This design comes from an exercise in tuning for small area, a short achievable clock period and few clock cycles per item on the open sky130 flow, not from production work. In this exercise RTL edits were held to simulation tests only and were not proved equivalent to the original. No activity file was given, so power comes from the tool's default toggle rates.

==> job 1325 <==
==> flow/design.v (excerpt) <==
module riscv (
   input  logic         clk,
   input  logic         arst_n_i,
   input  logic [31:0]  inst_i,
   output logic [31:0]  inst_addr_o,
   output logic         inst_ce_o,
   input  logic [31:0]  data_i,
   output logic [31:0]  data_addr_o,
   output logic [31:0]  data_o,
   output logic         data_ce_o,
   output logic         data_we_o
);
   logic        d_we, d_ld;
   logic [4:0]  d_rd;
   logic [31:0] inst;
   logic        inst_v;
   logic [31:1] sel1, sel2, valid_next;
   logic        fe1, fe2, fm1, fm2;
   logic [31:0] rs1_data, rs2_data;
   logic [31:0] id_a, id_b;
   logic [31:0] id_t;
   logic [4:0]  id_rd;
   logic        id_we, id_ld, id_st;
   logic        id_sd_ld;
   logic        id_sub, id_and, id_or, id_xor, id_slt;
   logic [31:0] ex_res_d, ex_res, ex_sd;
   logic [4:0]  ex_rd;
   logic        ex_we, ex_ld, ex_st, ex_ce;
   logic [31:0] wdata;
   fetch_stage i_fetch_stage (
      .clk         (clk),
      .arst_n_i    (arst_n_i),
      .d_we_i      (d_we),
      .d_rd_i      (d_rd),
      .d_ld_i      (d_ld),
      .x_we_i      (id_we),
      .x_rd_i      (id_rd),
      .valid_next_i(valid_next),
      .inst_i      (inst_i),
      .inst_addr_o (inst_addr_o),
      .inst_ce_o   (inst_ce_o),
      .inst_o      (inst),
      .inst_v_o    (inst_v),
      .sel1_o      (sel1),
      .sel2_o      (sel2),
      .fe1_o       (fe1),
      .fe2_o       (fe2),
      .fm1_o       (fm1),
      .fm2_o       (fm2)
   );
   decode_stage i_decode_stage (
      .clk         (clk),
      .arst_n_i    (arst_n_i),
      .inst_i      (inst),
      .inst_v_i    (inst_v),
      .fe1_i       (fe1),
      .fe2_i       (fe2),
      .fm1_i       (fm1),
      .fm2_i       (fm2),
      .rs1_data_i  (rs1_data),
      .rs2_data_i  (rs2_data),
      .mem_wdata_i (wdata),
      .ex_res_i    (ex_res_d),
      .d_we_o      (d_we),
      .d_rd_o      (d_rd),
      .d_ld_o      (d_ld),
      .a_o         (id_a),
      .b_o         (id_b),
      .t_o         (id_t),
  ...
Settings: LEC_CHECK=0, CAP_MARGIN=10, CORE_MARGIN=2, CORE_UTILIZATION=40, CTS_CLUSTER_DIAMETER=60, CTS_CLUSTER_SIZE=20, SETUP_SLACK_MARGIN=3, SLEW_MARGIN=10, TNS_END_PERCENT=0; clock period 5.5 ns.
standard.sh (not shown) runs the stock make flow with config.mk's settings and CLKGATE_MAP_FILE= SYNTH_SCRIPT=/design/flow/synth_recipe.tcl, a recipe that flattens the netlist after the stock synthesis.
==> flow/flow/run.sh <==
#!/bin/bash
set -euo pipefail
export BUFFER_PORTS_ARGS="-buffer_cell sky130_fd_sc_hd__buf_2"
bash standard.sh finish > orfs_make.log 2>&1
==> inputs of job 7309, as changes to job 1325 <==
Settings changed: CAP_MARGIN 10 to 20, CTS_CLUSTER_DIAMETER 60 to not set, CTS_CLUSTER_SIZE 20 to not set, SLEW_MARGIN 10 to 20.
==> inputs of job 8396, as changes to job 1325 <==
Settings changed: CAP_MARGIN 10 to 20, SLEW_MARGIN 10 to 20.
==> run_results.csv <==
group,metric,value,unit
pwr,cell_internal_pwr,15.4,mW
layout,drive_gt1_share,18.3,%
drt,drtIter0Drc,8431,
setup_path,crit_fanout,19,
outcome,status,"finished clean",
drt,dr_wl_met2,106,mm
layout,final_area,63800,um^2
setup_path,path_depth,4,
grt,gr-usage-met2,51.4,%
layout,utilization,46.3,%
layout,clkbuf_count,117,
setup_path,regToRegEndpoint,"i_reg_file.regs_q[17][27]",
The numbers above come from job 1325.

==> run_results.csv <==
group,metric,value,unit
synth,synth.largest_area_cell,"edfxtp_1",
pwr,cell_internal_pwr,16.9,mW
layout,clkbuf_count,175,
drt,drtIter0Drc,8690,
drt,dr_wl_met2,107,mm
setup_path,path_depth,10,
layout,layout_common_cells,"992 x edfxtp_1, 519 x a22oi_1, 241 x a221oi_1",
outcome,status,"finished clean",
setup_path,regToRegEndpoint,"i_decode_stage.b_o[13]",
layout,drive_gt1_share,18.7,%
layout,final_area,64800,um^2
die,dieWidth,377,um
setup_path,crit_fanout,16,
layout,utilization,47.0,%
placed_design,dp.final_hpwl,152,mm
The numbers above come from job 7309.

==> run_results.csv <==
group,metric,value,unit
outcome,status,"finished clean",
grt,use_met1,42.5,%
clock_tree,clkSinkCount,1336,
drt,dr_wl_met2,107,mm
layout,final_area,63800,um^2
pwr,cell_internal_pwr,15.3,mW
layout,drive_gt1_share,18.3,%
drt,drtIter0Drc,8719,
setup_path,path_depth,7,
pwr,pwr-share-clk,41.9,%
setup_path,crit_fanout,21,
grt,gr-usage-met2,51.8,%
layout,clkbuf_count,121,
synth,netlist.area_leader.share,53.4,%
The numbers above come from job 8396.

Testbench counts of job 1325, summed over its fixed seeds: cycles 21,019, insts 20,192.
Testbench counts of job 7309, summed over its fixed seeds: cycles 21,019, insts 20,192.
Testbench counts of job 8396, summed over its fixed seeds: cycles 21,019, insts 20,192.

port drivers added, routing unchanged:
The flow's constraints put no driver on any port. The routed layouts listed below were extracted and timed again, unchanged, in two steps. Step 1 assumes that a clkbuf_16 drives the clock port and a buf_2 every other input. Step 2 times the ports against the registers' clock, not the clock port: input delays grow and output delays shrink by t, the midpoint of the rising clock arrivals with the driver on. Three values: ideal, step 1, step 2; two values: the first two.
run	shift t [ns]	slack for setup (ns)	hold slack, ns	clock arrival spread, ns	slew at the worst register clock pin (ns)
job 1325	0.842	2.301 / 2.301 / 2.073	0.273 / 0.238 / 0.371	0.047 / 0.048	0.09 / 0.09
job 7309	0.869	2.307 / 2.307 / 2.039	0.257 / 0.218 / 0.374	0.037 / 0.036	0.07 / 0.07
job 8396	0.861	2.320 / 2.320 / 2.052	0.257 / 0.218 / 0.367	0.056 / 0.056	0.09 / 0.09
After both steps every run listed still meets setup and hold.
